Background: an optimization exercise with open tools, aiming at small area and a short achievable clock period. Do not read the settings as production practice. At most, simulation tests tie the RTL to the original design; equivalence was not proved. Function not checked in runs 1 and 2: the RTL went through the layout flow alone. Power figures rest on the tool's default switching activity, not on a simulated workload.

===== run.sh =====
#!/bin/bash
# synth_recipe.tcl (not shown) runs the flow's synth.tcl, then flattens the netlist and writes it again
# the make line also repeats each setting of config.mk as NAME=value (left out here)
make -C /OpenROAD-flow-scripts/flow DESIGN_CONFIG=/design/flow/config.mk WORK_HOME=/design/flow/orfs CLKGATE_MAP_FILE= SYNTH_SCRIPT=/design/flow/synth_recipe.tcl finish

===== constraint.sdc =====
create_clock -name core_clock -period 6.5 [get_ports {clk}]
set_input_delay 1.3000 -clock core_clock [delete_from_list [all_inputs] [get_ports {clk}]]
set_output_delay 1.3000 -clock core_clock [all_outputs]
set_load 0.01 [all_outputs]

===== design.v =====
module gshare_fetch_predictor #(
    parameter int          HIST_BITS = 5,
    parameter logic [31:0] RESET_PC  = 32'h0000_0000
) (
    input  logic                 clk,
    input  logic                 Reset,
    input  logic                 PC_write,
    input  logic [31:0]          imem_inst,
    output logic [31:0]          pc_out,
    output logic [31:0]          IF_inst,
    output logic [31:0]          nextPC,
    output logic                 prediction,
    output logic [31:0]          branch_target,
    output logic [31:0]          updated_pc_IF,
    output logic [HIST_BITS-1:0] GHPT_index_IF,
    output logic [HIST_BITS-1:0] GHR_IF,
    output logic [HIST_BITS-1:0] G_BTB_index_IF,
    input  logic                 ex_valid,
    input  logic                 ex_taken,
    input  logic [31:0]          ex_target,
    input  logic [31:0]          ex_pc,
    input  logic [HIST_BITS-1:0] ex_GHPT_index,
    input  logic [HIST_BITS-1:0] ex_G_BTB_index,
    input  logic [HIST_BITS-1:0] ex_GHR,
    input  logic                 ex_mispredict,
    input  logic [31:0]          ex_correct_pc
);
    localparam int ENTRIES = 1 << HIST_BITS;
    localparam int TAG_LSB = HIST_BITS + 2;
    localparam int TAG_W   = 32 - TAG_LSB;
    logic [31:0]                     pc_q;
    logic [HIST_BITS-1:0]            ghr_q;
    logic [ENTRIES-1:0][1:0]         pht_q;
    logic [ENTRIES-1:0]              btb_vld_q;
    logic [ENTRIES-1:0][TAG_W-1:0]   btb_tag_q;
    logic [ENTRIES-1:0][31:0]        btb_tgt_q;
    logic [ENTRIES-1:0]              sel_q;      
    logic [ENTRIES-1:0]              sel_d;
    logic [HIST_BITS-1:0] btb_idx;
    logic [HIST_BITS-1:0] pht_idx;
    logic [ENTRIES-1:0]   btb_sel, pht_sel, btb_we, pht_we, cor_sel, tgt_sel;
    logic [TAG_W-1:0]     tag_rd;
    logic [31:0]          tgt_rd;
    logic                 vld_rd, ctr_rd;
    logic                 hit;
    logic unused_ok;
    assign unused_ok = ^{ex_pc[TAG_LSB-1:0], ex_GHR[HIST_BITS-1]};
    assign btb_idx = pc_q[TAG_LSB-1:2];
    assign pht_idx = btb_idx ^ ghr_q;
    always_comb begin
        for (int i = 0; i < ENTRIES; i++) begin
            btb_sel[i] = sel_q[i];
            cor_sel[i] = (ex_correct_pc[TAG_LSB-1:2] == HIST_BITS'(i));
            tgt_sel[i] = (tgt_rd[TAG_LSB-1:2] == HIST_BITS'(i));
            pht_sel[i] = (pht_idx == HIST_BITS'(i));
            btb_we[i]  = ex_valid && ex_taken && (ex_G_BTB_index == HIST_BITS'(i));
            pht_we[i]  = ex_valid && (ex_GHPT_index == HIST_BITS'(i));
        end
    end
    always_comb begin
        tag_rd = '0;
        tgt_rd = '0;
        vld_rd = 1'b0;
        ctr_rd = 1'b0;
        for (int i = 0; i < ENTRIES; i++) begin
            tag_rd = tag_rd | ({TAG_W{btb_sel[i]}} & btb_tag_q[i]);
            tgt_rd = tgt_rd | ({32{btb_sel[i]}} & btb_tgt_q[i]);
            vld_rd = vld_rd | (btb_sel[i] & btb_vld_q[i]);
            ctr_rd = ctr_rd | (pht_sel[i] & pht_q[i][1]);
        end
    end
    assign hit            = vld_rd && !(|(tag_rd ^ pc_q[31:TAG_LSB]));
    assign prediction     = hit && ctr_rd;
    assign branch_target  = hit ? tgt_rd : 32'd0;
    assign nextPC         = pc_q + 32'd4;
    assign updated_pc_IF  = prediction ? tgt_rd : nextPC;
    assign pc_out         = pc_q;
    assign IF_inst        = imem_inst;
    assign GHPT_index_IF  = pht_idx;
    assign GHR_IF         = ghr_q;
    assign G_BTB_index_IF = btb_idx;
    always_ff @(posedge clk or posedge Reset) begin
        if (Reset) begin
            pc_q  <= RESET_PC;
            ghr_q <= '0;
        end else if (ex_valid && ex_mispredict) begin
            pc_q  <= ex_correct_pc;
            ghr_q <= {ex_GHR[HIST_BITS-2:0], ex_taken};
        end else if (PC_write) begin
            pc_q <= updated_pc_IF;
            if (hit) ghr_q <= {ghr_q[HIST_BITS-2:0], ctr_rd};
        end
    end
    always_comb begin
        sel_d = sel_q;
        if (ex_valid && ex_mispredict) sel_d = cor_sel;
        else if (PC_write) sel_d = prediction ? tgt_sel : {sel_q[ENTRIES-2:0], sel_q[ENTRIES-1]};
    end
    always_ff @(posedge clk or posedge Reset) begin
        if (Reset) sel_q <= ENTRIES'(1) << RESET_PC[TAG_LSB-1:2];
        else       sel_q <= sel_d;
    end
    always_ff @(posedge clk or posedge Reset) begin
        if (Reset) begin
            pht_q     <= {ENTRIES{2'b01}};
            btb_vld_q <= '0;
        end else begin
            for (int i = 0; i < ENTRIES; i++) begin
                if (pht_we[i]) begin
                    if (ex_taken) begin
                        if (pht_q[i] != 2'b11) pht_q[i] <= pht_q[i] + 2'd1;
                    end else if (pht_q[i] != 2'b00) begin
                        pht_q[i] <= pht_q[i] - 2'd1;
                    end
                end
                if (btb_we[i]) btb_vld_q[i] <= 1'b1;
            end
        end
    end
    always_ff @(posedge clk) begin
        for (int i = 0; i < ENTRIES; i++) begin
            if (btb_we[i]) begin
                btb_tag_q[i] <= ex_pc[31:TAG_LSB];
                btb_tgt_q[i] <= ex_target;
            end
        end
    end
endmodule

===== config.mk =====
export PLATFORM = sky130hd
export DESIGN_NAME = gshare_fetch_predictor
export DESIGN_NICKNAME = gshare_fetch_predictor
export VERILOG_FILES = /design/flow/design.v
export SDC_FILE = /design/flow/constraint.sdc
export NUM_CORES = 4
export LEC_CHECK = 0
export CAP_MARGIN = 20
export CORE_MARGIN = 2
export CORE_UTILIZATION = 40
export SLEW_MARGIN = 20

==> flow_metrics.py, run 1 <==
metrics = {
    "drt": {
        "dr.pass1.iters": 8,
        "antenna_left": 0,
        "via_per_inst": 6.56,
        "wl_mm": 293,
        "drc": 0,
        "num_vias": 50700,
        "routedWlPerCell_um": 38.0,
        "first_iter_violations": 7868,
    },
    "critical_path": {
        "end_kind": "output port",
        "r2r_slack_ns": 2.20,
        "cp_max_fo": 67,
        "rr_worst_depth": 10,
        "r2r-end": "pc_q[1]",
        "critical-path-top-delay-family": "simple AND/OR/NAND/NOR gates",
        "r2r-start": "pc_q[5]",
        "critPathArrivalTime_ns": 5.09,
        "critPathLaunchType": "register",
        "crit_buf_inv": 3,
        "critical_path_depth": 12,
        "path_class": "reg -> out",
        "cp.required_ns": 5.20,
        "cpPeakStageDelay_ns": 0.72,
        "crit_path_frequent_cell": "buf_12",
        "crit_chain": "buf_12 > a22oi_1 > nand4_1 > nor3_1 > a21o_1 > nand3_1 > nor4_2 > and4b_2 > buf_12 > a21oi_1 > nor2_1 > clkdlybuf4s50_1",
        "critPathSlowestCell": "dfrtp_4",
    },
    "global_routing": {
        "track_usage": 0.293,
        "grt_overflow": 0,
        "grt_pass1_vias": 46600,
        "grt_first_pass_wirelength_mm": 391,
        "antenna_found_initial": 36,
        "grt_max_degree": 121,
    },
    "layout": {
        "final_common_cell": "edfxtp_1",
        "n_fill_cell": 16000,
        "final_nets": 5197,
        "post-route-util": 0.473,
        "layout_common_cells": "edfxtp_1 (1824), a22oi_1 (751), clkdlybuf4s50_1 (242), a21oi_1 (214), clkbuf_16 (202)",
        "drive_gt1_frac": 0.131,
        "syn2layout_area_growth_pct": 17.4,
    },
    "yosys": {
        "synth-seq-cells": 1989,
        "synth_top_cell_by_area": "edfxtp_1",
        "yosys.area_share.adder": 0.000165,
        "synth.area.top_cells": "edfxtp_1 (72%), a22oi_1 (7.4%), dfrtp_1 (4.4%), a21oi_1 (1.4%), nand4_1 (1.3%)",
        "synth-xor-area-share": 0.00470,
        "synth_warnings": 1,
        "synth_edf_count": 1824,
        "synth_compound_area_frac": 0.132,
        "mappedNetlistArea_um2": 75900,
        "synth_cell_type_count": 63,
        "synth_top_area_frac": 0.722,
        "synth_cells": 4728,
        "synthMuxAreaShare": 0.00137,
        "async_reset_ff_frac": 0.0830,
        "synth_top_family_by_area": "compound AO/OA/AOI/OAI gates",
        "seq_area_frac_synth": 0.777,
        "synthSimpleGateAreaFrac": 0.0630,
        "synth_area_per_cell_um2": 16.1,
        "syn-num-nets": 4878,
        "ys.flop_type": "edfxtp_1",
    },
    "die": {
        "initial_utilization": 0.403,
        "dieWidth_um": 440,
        "fp.coreArea_um2": 188000,
        "ioPinCount": 325,
        "die-area_um2": 193000,
        "rows": 159,
        "die_h_um": 440,
    },
    "clock_network": {
        "cts.clk_slew.worst_paths_ns": 0.06,
        "clock_latency_ns": 0.85,
        "cts_hold_buf": 0,
        "clock_path_buffers": 3,
        "tritoncts": "done",
        "root_buffer": "clkbuf_16",
        "cts_buffers": 196,
        "clock_sinks": 1989,
        "htreeDepth": 4,
    },
    "power": {
        "p_leak_nw": 28.4,
        "pwr_density_cell_nw_per_um2": 331,
        "ir_drop_mv": 0.259,
    },
    "min_path": {
        "holdPathStages": 1,
        "hold_start": "btb_vld_q[5]",
        "min_path_type": "reg -> reg",
        "whs_endpoint": "btb_vld_q[5]",
    },
    "sta": {
        "drv_slew": 0,
        "setup_viol": 0,
        "relSlewSlack": 0.188,
        "holdWs_ns": 0.470,
        "max_freq_mhz": 156,
        "tightest_slew_ns": 1.22,
        "period_share": 0.984,
        "setup_tns_ns": 0,
        "skew_ns": 0.0324,
        "rsz0062_at_grt": "false",
        "min_period_ns": 6.39,
        "hold_viol": 0,
    },
    "run_status": {
        "outcome": "no timing/DRC/antenna violations",
    },
    "placement": {
        "port_buffers": 252,
        "gp_congestion": 0.877,
        "post-dp-hpwl_mm": 166,
    },
    "flow_run": {
        "drv_cap": 0,
    },
}
-- power breakdown --
| group | switching, W | internal [W] |
|---|---|---|
| combinational | 0.00220 | 0.00102 |
| clock | 0.00491 | 0.00662 |
| sequential | 0.000564 | 0.0142 |
| total | 0.00767 | 0.0218 |
-- final cells by class --
cell class	count	area, µm²	share of cell area
sequential	1989	59100	0.663
antenna	17	42.5	0.000478
clock buffer	247	5330	0.0599
clock inverter	113	1130	0.0127
timing repair buffer	454	4600	0.0517
multi-input combinational	2372	15600	0.176
inverter	34	133	0.00149
tap	2495	3120	0.0350
-- flip-flops by register name, indices dropped and copies added (netlist names) --
name / flops
btb_tag_q: 800
pht_q: 64
sel_q: 32
ghr_q: 5
btb_tgt_q: 1024
pc_q: 32
btb_vld_q: 32
-- worst max-delay path by stage --
stage                     slack, ns       from           endpoint
after floorplan                0.79      Reset       btb_vld_q[0]
after global placement         0.90  sel_q[27]   branch_target[6]
after detailed placement       0.88  sel_q[27]   branch_target[6]
after CTS                      0.04  sel_q[14]   updated_pc_IF[6]
after global routing          0.001  sel_q[24]  updated_pc_IF[25]
final                          0.11  sel_q[24]   updated_pc_IF[6]
-- stage by stage --
stage               instance area (µm²)  instances  worst slack [ns]  power [W]
CTS                               88800       7694            0.0394     0.0293
global placement                  82300       7333             0.898     0.0180
detailed placement                82300       7333             0.875     0.0180
finish                            89100       7721             0.107     0.0295
floorplan                         75900       4728             0.793     0.0162
global route                      89000       7712           0.00146     0.0301
-- per-layer routing --
layer  vias up  wire length (µm)  track usage
li1      20000                 -            -
met1     26300            104000        0.378
met2      3758            137000        0.471
met3       674             34200       0.0572
met4        10             18100        0.152
met5         -                66            0
-- cell usage after synthesis, types with 86 or more instances --
master / number
edfxtp_1: 1824
nand2_1: 102
dfrtp_1: 132
clkbuf_1: 152
nand3_1: 105
nand4_1: 154
a21oi_1: 216
nor3_1: 112
nor2_1: 205
a22oi_1: 751
a22o_1: 89
o21ai_0: 141
a221oi_1: 86
-- logic make-up (layout without fill, tap and decap cells) --
family | Yosys count | after routing
and+or+nand+nor | 908 | 908
other | 0 | 17
DFF | 1989 | 1989
muxes | 10 | 10
buffers and inverters | 367 | 848
AOI/OAI and AO/OA | 1414 | 1414
adders and majority gates | 1 | 1
xor gates and xnor gates | 39 | 39
-- timing repair --
item | 4_1_cts | 5_1_grt
cloned | 0 | 0
resized for setup | 0 | 18
setup buffers | 1 | 10
endpoints found under the setup margin | 1 | 35
endpoints found under the hold margin | 0 | 0
==> run 2: changes to the inputs <==
--- a/config.mk
+++ b/config.mk
@@ -8,4 +8,8 @@
 export CAP_MARGIN = 20
 export CORE_MARGIN = 2
-export CORE_UTILIZATION = 40
+export CORE_UTILIZATION = 55
+export CTS_BUF_LIST = sky130_fd_sc_hd__clkbuf_8
+export CTS_CLUSTER_SIZE = 30
+export PLACE_DENSITY = 0.7
+export SETUP_SLACK_MARGIN = 0.8
 export SLEW_MARGIN = 20
==> flow_metrics.py, run 2 <==
metrics = {
    "power": {
        "p_leak_nw": 30.8,
        "power_frac_seq": 0.502,
        "power.internal_w": 0.0207,
        "ir_drop_mv": 0.262,
        "p_clk_frac": 0.346,
        "comb_power_share": 0.152,
        "pwr_density_cell_nw_per_um2": 316,
        "p_sw_frac": 0.282,
        "p_sw_w": 0.00816,
    },
    "clock_network": {
        "cts_buffers": 324,
        "tritoncts": "done",
        "clock_latency_ns": 1.05,
        "root_buffer": "clkbuf_8",
        "cts_hold_buf": 0,
        "htreeDepth": 5,
        "clock_path_buffers": 4,
        "cts.clk_slew.worst_paths_ns": 0.06,
        "clock_sinks": 1989,
    },
    "yosys": {
        "seq_area_frac_synth": 0.777,
        "synth_edf_count": 1824,
        "synth_top_area_frac": 0.722,
        "synth-xor-area-share": 0.00470,
        "yosys.area_share.adder": 0.000165,
        "synth_compound_area_frac": 0.132,
        "synth_top_family_by_area": "compound AO/OA/AOI/OAI gates",
        "synth-seq-cells": 1989,
        "synth_area_per_cell_um2": 16.1,
        "mappedNetlistArea_um2": 75900,
        "async_reset_ff_frac": 0.0830,
        "synth.area.top_cells": "edfxtp_1 (72%), a22oi_1 (7.4%), dfrtp_1 (4.4%), a21oi_1 (1.4%), nand4_1 (1.3%)",
        "synth_cell_type_count": 63,
        "synth_most_common_cell": "edfxtp_1",
        "synth_warnings": 1,
        "ys.flop_type": "edfxtp_1",
        "synth_top_cell_by_area": "edfxtp_1",
        "yosys-top-cells-count": "edfxtp_1 (1824), a22oi_1 (751), a21oi_1 (216)",
        "synthSimpleGateAreaFrac": 0.0630,
        "synthMuxAreaShare": 0.00137,
        "syn-num-nets": 4878,
        "synth_cells": 4728,
    },
    "critical_path": {
        "r2r-start": "sel_q[13]",
        "cp.required_ns": 5.20,
        "crit_buf_inv": 5,
        "cp_max_fo": 9,
        "rr_worst_depth": 15,
        "critPathSlowestCell": "dfrtp_4",
        "crit_path_frequent_cell": "buf_6",
        "cpPeakStageDelay_ns": 0.53,
        "r2r-end": "sel_q[29]",
        "crit_chain": "buf_12 > buf_4 > a22oi_1 > nand2_1 > nor3_1 > a21oi_1 > nor4_4 > nand4_1 > and4b_4 > buf_6 > buf_6 > a21oi_4 > nor2_4 > buf_6",
        "critical-path-top-delay-family": "simple AND/OR/NAND/NOR gates",
        "r2r_slack_ns": 2.25,
        "critPathLaunchType": "register",
        "critPathArrivalTime_ns": 4.73,
        "end_kind": "output port",
        "path_class": "reg -> out",
    },
    "layout": {
        "reg_top3": "btb_tgt_q: 1024 flops, btb_tag_q: 800 flops, pht_q: 64 flops",
        "layout_common_cells": "edfxtp_1 (1824), a22oi_1 (736), clkbuf_8 (333), buf_4 (239), a21oi_1 (191)",
        "final_nets": 5541,
        "post-route-util": 0.667,
        "final_common_cell": "edfxtp_1",
        "syn2layout_area_growth_pct": 20.6,
        "fin_area_um2": 91500,
        "largest_register": "btb_tgt_q",
        "drive_gt1_frac": 0.219,
        "largest_reg_flops": 1024,
    },
    "drt": {
        "routedWlPerCell_um": 40.3,
        "drc": 0,
        "wl_mm": 300,
        "first_iter_violations": 10700,
        "num_vias": 54900,
        "antenna_left": 0,
        "dr.pass1.iters": 11,
        "via_per_inst": 7.39,
    },
    "die": {
        "die_h_um": 375,
        "initial_utilization": 0.553,
        "die-area_um2": 141000,
        "rows": 136,
        "dieWidth_um": 375,
        "ioPinCount": 325,
        "fp.coreArea_um2": 137000,
    },
    "global_routing": {
        "track_usage": 0.417,
        "antenna_found_initial": 32,
        "grt_pass1_vias": 50800,
        "grt_max_degree": 166,
        "grt_overflow": 0,
        "grt_first_pass_wirelength_mm": 402,
    },
    "placement": {
        "post-dp-hpwl_mm": 146,
        "dp_slack_ns": 0.128,
        "port_buffers": 252,
        "place_area_um2": 81400,
        "gp_congestion": 0.921,
    },
    "sta": {
        "skew_ns": 0.0743,
        "drv_slew": 0,
        "period_share": 0.927,
        "relSlewSlack": 0.175,
        "hold_viol": 0,
        "setup_ws_ns": 0.473,
        "min_period_ns": 6.03,
        "rsz0062_at_grt": "true",
        "setup_viol": 0,
        "max_freq_mhz": 166,
        "setup_tns_ns": 0,
        "tightest_slew_ns": 1.24,
    },
    "min_path": {
        "min_path_type": "reg -> reg",
        "hold_start": "btb_vld_q[0]",
        "holdPathStages": 1,
        "whs_endpoint": "btb_vld_q[0]",
    },
    "flow_run": {
        "drv_cap": 0,
    },
    "run_status": {
        "outcome": "no timing/DRC/antenna violations",
    },
}
[run 2: per-layer routing]
layer | track usage | vias to the layer above | part of all wire
met5 | 0 | - | 0.0016
met4 | 0.272 | 34 | 0.080
met3 | 0.202 | 1507 | 0.19
met2 | 0.582 | 5843 | 0.41
met1 | 0.518 | 26900 | 0.31
li1 | - | 20700 | -
[run 2: how the worst max path moves through the flow]
stage          startpoint                 to  slack, ns  depth (start not counted)
2_1_floorplan    ex_valid     btb_tag_q[450]       1.67                          5
4_1_cts          sel_q[2]  branch_target[15]       0.62                         14
5_1_grt         sel_q[28]  branch_target[15]       0.48                         15
3_3_place_gp     sel_q[4]   updated_pc_IF[2]       0.15                         12
6_report        sel_q[13]   updated_pc_IF[5]       0.47                         14
3_5_place_dp    sel_q[27]   updated_pc_IF[2]       0.13                         12
[run 2: what timing repair did]
item                                    in CTS  in global routing
resized for setup                          462                180
pin swaps                                   64                 72
endpoints found under the setup margin      66                 69
cloned                                       7                  3
buffers inserted                           176                 52
[run 2: area by class of cell]
cell class	count	area (µm²)
Tap cell	1794	2240
Fill cell	8876	45600
Antenna cell	30	75.1
Timing Repair Buffer	669	7420
Multi-Input combinational cell	2373	16900
Clock inverter	214	1100
Sequential cell	1989	59100
Inverter	34	131
Clock buffer	333	4580
[run 2: per-stage QoR]
step                instances  total power [W]  hold WS [ns]
floorplan                4728           0.0162         0.440
global placement         6618           0.0179         0.452
detailed placement       6620           0.0179         0.454
CTS                      7350           0.0283         0.470
global route             7413           0.0294         0.483
finish                   7436           0.0289         0.470
[run 2: power groups by stage]
| stage | combinational, W | clock (W) | sequential (W) |
|---|---|---|---|
| after CTS | 0.00385 | 0.00993 | 0.0145 |
| after detailed placement | 0.00287 | 0 | 0.0151 |
| final | 0.00441 | 0.0100 | 0.0145 |
| after global placement | 0.00283 | 0 | 0.0151 |
| after global routing | 0.00438 | 0.0105 | 0.0145 |
| after floorplan | 0.00159 | 0 | 0.0146 |
[run 2: logic make-up after synthesis]
family,after synthesis
and+or+nand+nor,908
buffers and inverters,367
DFF,1989
xor gates and xnor gates,39
AOI/OAI and AO/OA,1414
adders and majority gates,1
muxes,10
==> run 3: changes to the inputs <==
--- a/design.v
+++ b/design.v
@@ -35,9 +35,7 @@
     logic [ENTRIES-1:0][TAG_W-1:0]   btb_tag_q;
     logic [ENTRIES-1:0][31:0]        btb_tgt_q;
-    logic [ENTRIES-1:0]              sel_q;      
-    logic [ENTRIES-1:0]              sel_d;
     logic [HIST_BITS-1:0] btb_idx;
     logic [HIST_BITS-1:0] pht_idx;
-    logic [ENTRIES-1:0]   btb_sel, pht_sel, btb_we, pht_we, cor_sel, tgt_sel;
+    logic [ENTRIES-1:0]   btb_sel, pht_sel, btb_we, pht_we;
     logic [TAG_W-1:0]     tag_rd;
     logic [31:0]          tgt_rd;
@@ -50,7 +48,5 @@
     always_comb begin
         for (int i = 0; i < ENTRIES; i++) begin
-            btb_sel[i] = sel_q[i];
-            cor_sel[i] = (ex_correct_pc[TAG_LSB-1:2] == HIST_BITS'(i));
-            tgt_sel[i] = (tgt_rd[TAG_LSB-1:2] == HIST_BITS'(i));
+            btb_sel[i] = (btb_idx == HIST_BITS'(i));
             pht_sel[i] = (pht_idx == HIST_BITS'(i));
             btb_we[i]  = ex_valid && ex_taken && (ex_G_BTB_index == HIST_BITS'(i));
@@ -70,5 +66,5 @@
         end
     end
-    assign hit            = vld_rd && !(|(tag_rd ^ pc_q[31:TAG_LSB]));
+    assign hit            = vld_rd && (tag_rd == pc_q[31:TAG_LSB]);
     assign prediction     = hit && ctr_rd;
     assign branch_target  = hit ? tgt_rd : 32'd0;
@@ -91,13 +87,4 @@
             if (hit) ghr_q <= {ghr_q[HIST_BITS-2:0], ctr_rd};
         end
-    end
-    always_comb begin
-        sel_d = sel_q;
-        if (ex_valid && ex_mispredict) sel_d = cor_sel;
-        else if (PC_write) sel_d = prediction ? tgt_sel : {sel_q[ENTRIES-2:0], sel_q[ENTRIES-1]};
-    end
-    always_ff @(posedge clk or posedge Reset) begin
-        if (Reset) sel_q <= ENTRIES'(1) << RESET_PC[TAG_LSB-1:2];
-        else       sel_q <= sel_d;
     end
     always_ff @(posedge clk or posedge Reset) begin
--- a/config.mk
+++ b/config.mk
@@ -8,8 +8,4 @@
 export CAP_MARGIN = 20
 export CORE_MARGIN = 2
-export CORE_UTILIZATION = 55
-export CTS_BUF_LIST = sky130_fd_sc_hd__clkbuf_8
-export CTS_CLUSTER_SIZE = 30
-export PLACE_DENSITY = 0.7
-export SETUP_SLACK_MARGIN = 0.8
+export CORE_UTILIZATION = 40
 export SLEW_MARGIN = 20
==> flow_metrics.py, run 3 <==
metrics = {
    "run_status": {
        "outcome": "complete, but fails checks",
        "violations": "negative setup slack",
    },
    "global_routing": {
        "grt_first_pass_wirelength_mm": 389,
        "grt_overflow": 0,
        "antenna_found_initial": 25,
        "track_usage": 0.291,
        "grt_max_degree": 130,
        "grt_pass1_vias": 47800,
    },
    "layout": {
        "final_nets": 5291,
        "post-route-util": 0.486,
        "reg_top3": "btb_tgt_q: 1024 flops, btb_tag_q: 800 flops, pht_q: 64 flops",
        "largest_register": "btb_tgt_q",
        "layout_common_cells": "edfxtp_1 (1824), a22oi_1 (465), buf_4 (370), clkbuf_16 (192), clkdlybuf4s50_1 (167)",
        "syn2layout_area_growth_pct": 20.7,
        "largest_reg_flops": 1024,
        "drive_gt1_frac": 0.223,
        "final_common_cell": "edfxtp_1",
    },
    "drt": {
        "antenna_left": 0,
        "routedWlPerCell_um": 36.9,
        "drc": 0,
        "via_per_inst": 6.48,
        "first_iter_violations": 8376,
        "dr.pass1.iters": 29,
        "wl_mm": 287,
        "num_vias": 50500,
    },
    "yosys": {
        "mappedNetlistArea_um2": 75700,
        "synth_cells": 4562,
        "synth_top_cell_by_area": "edfxtp_1",
        "synth.area.top_cells": "edfxtp_1 (72%), a22oi_1 (4.7%), dfrtp_1 (3.3%), mux2i_1 (1.3%), mux2_2 (1.3%)",
        "synth_cell_type_count": 83,
        "synth-seq-cells": 1957,
        "yosys-top-cells-count": "edfxtp_1 (1824), a22oi_1 (470), clkbuf_1 (189)",
        "syn-num-nets": 4717,
        "synth_top_area_frac": 0.724,
        "synth_warnings": 1,
        "ys.flop_type": "edfxtp_1",
        "synth_edf_count": 1824,
        "synth_most_common_cell": "edfxtp_1",
        "seq_area_frac_synth": 0.768,
        "async_reset_ff_frac": 0.0680,
        "synth_area_per_cell_um2": 16.6,
    },
    "die": {
        "die-area_um2": 193000,
        "dieWidth_um": 439,
        "fp.coreArea_um2": 188000,
        "ioPinCount": 325,
        "die_h_um": 439,
        "rows": 159,
        "initial_utilization": 0.403,
    },
    "placement": {
        "post-dp-hpwl_mm": 165,
        "gp_congestion": 0.895,
        "port_buffers": 252,
        "dp_slack_ns": -0.413,
    },
    "min_path": {
        "hold_start": "btb_vld_q[23]",
        "min_path_type": "reg -> reg",
    },
    "sta": {
        "hold_viol": 0,
        "holdWs_ns": 0.465,
        "relSlewSlack": 0.0343,
        "skew_ns": 0.0532,
        "setup_viol": 64,
        "period_share": 1.03,
        "rsz0062_at_grt": "true",
        "min_period_ns": 6.71,
        "tightest_slew_ns": 1.44,
        "max_freq_mhz": 149,
        "drv_slew": 0,
        "setup_ws_ns": -0.211,
    },
    "clock_network": {
        "cts_hold_buf": 0,
        "cts_buffers": 186,
        "clock_sinks": 1957,
        "clock_path_buffers": 3,
        "htreeDepth": 4,
        "root_buffer": "clkbuf_16",
        "cts.clk_slew.worst_paths_ns": 0.06,
        "clock_latency_ns": 0.85,
        "tritoncts": "done",
    },
    "critical_path": {
        "startpoint": "pc_q[4]",
        "r2r_slack_ns": 1.63,
        "critPathArrivalTime_ns": 5.41,
        "cp_max_fo": 9,
        "r2r-start": "pc_q[4]",
        "critPathLaunchType": "register",
        "end_kind": "output port",
        "cp.required_ns": 5.20,
        "rr_worst_depth": 21,
        "path_class": "reg -> out",
        "cp-endpoint": "updated_pc_IF[30]",
        "r2r-end": "pc_q[21]",
    },
    "power": {
        "ir_drop_mv": 0.290,
        "pwr_density_cell_nw_per_um2": 341,
        "p_leak_nw": 29.9,
    },
    "flow_run": {
        "drv_cap": 0,
    },
}
==> run 3: worst min path at each step <==
stage	endpoint	slack, ns	cells after the start
finish	btb_vld_q[23]	0.46	1
global route	btb_vld_q[23]	0.48	1
CTS	btb_vld_q[19]	0.47	1
detailed placement	btb_vld_q[19]	0.45	1
global placement	btb_vld_q[26]	0.45	1
floorplan	btb_vld_q[30]	0.43	1
==> run 3: cell families (layout without fill, tap and decap cells) <==
group,Yosys count,count (layout),share of synthesized area
AOI/OAI and AO/OA,1159,1159,0.113
xor gates and xnor gates,49,49,0.00567
adders and majority gates,6,6,0.000992
buffers and inverters,421,1150,0.0254
DFF,1957,1957,0.768
muxes,199,199,0.0291
other,0,8,0
and+or+nand+nor,771,771,0.0577
==> run 3: cell type report <==
class	instances	area [µm²]
Multi-Input combinational cell	2184	16900
Antenna cell	8	20.0
Clock inverter	106	983
Clock buffer	237	4970
Inverter	92	353
Tap cell	2495	3120
Sequential cell	1957	58200
Fill cell	15700	96500
Timing Repair Buffer	715	6830
==> run 3: per-stage QoR <==
| step | area, µm² | total power, W | instances | setup TNS [ns] |
|---|---|---|---|---|
| 6_report | 91300 | 0.0311 | 7794 | -7.59 |
| 5_1_grt | 91300 | 0.0317 | 7790 | -11.20 |
| 2_1_floorplan | 75700 | 0.0167 | 4562 | 0 |
| 3_3_place_gp | 83700 | 0.0198 | 7364 | -14.94 |
| 4_1_cts | 90700 | 0.0308 | 7770 | -2.84 |
| 3_5_place_dp | 83700 | 0.0198 | 7364 | -16.81 |
==> run 3: layer usage <==
metal	share of wire	global-route usage	wire [µm]	vias to the layer above
met4	0.065	0.155	18800	12
met1	0.36	0.386	104000	26000
met5	0.00026	0	75	-
met3	0.12	0.0644	35800	819
li1	-	-	-	19800
met2	0.45	0.449	129000	3865
==> run 3: critical path, cell delays in order (launching register included) <==
cell and delay (ns):
dfrtp_4 0.44, buf_16 0.20, buf_8 0.22, nor2_2 0.08, buf_12 0.15, buf_4 0.16
a32o_1 0.26, a22oi_1 0.25, nand4_1 0.20, or3_4 0.39, a2111oi_4 0.46, buf_4 0.18
nand4_1 0.23, buf_4 0.24, nor4_4 0.19, buf_12 0.18, buf_12 0.12, buf_6 0.09
buf_6 0.10, mux2i_4 0.22, buf_2 0.17
==> run 3: what timing repair did <==
item                       CTS  global route
buffers inserted            58            16
setup endpoints to repair   65            65
pin swaps                   31            41
resized for setup          425           128
gates cloned                 6             4
==> run 3: report_power, final <==
part	switching [W]	leakage (nW)	internal [W]	total, W
Clock	0.00482	2.90	0.00601	0.0108
Sequential	0.000151	17.9	0.0140	0.0141
Combinational	0.00391	9.14	0.00222	0.00613

[separate check: timing with driven ports]
How much do the figures lean on ideal ports? The routed layouts below were timed once more, with nothing changed but the port constraints.
Step 1 sets driving cells, clkbuf_16 on the clock port and buf_2 on the other inputs (assumed; they add their load-dependent delay and slew).
Step 2 moves the port delays by t, midway between the first and last clock arrival at a register: inputs arrive t later, outputs are due t later. That takes back most of the time a late clock gives input paths.
a / b / c = no drivers / after step 1 / after step 2; a / b = the first two.
run | t (ns) | setup WS [ns] | latest minus earliest clock arrival (ns) | pins driven straight from the clock port
run 1 | 0.928 | 0.107 / 0.013 / 0.941 | 0.032 / 0.032 | 1
run 2 | 1.095 | 0.473 / 0.397 / 1.493 | 0.085 / 0.085 | 1
run 3 | 0.911 | -0.211 / -0.296 / 0.615 | 0.053 / 0.053 | 1
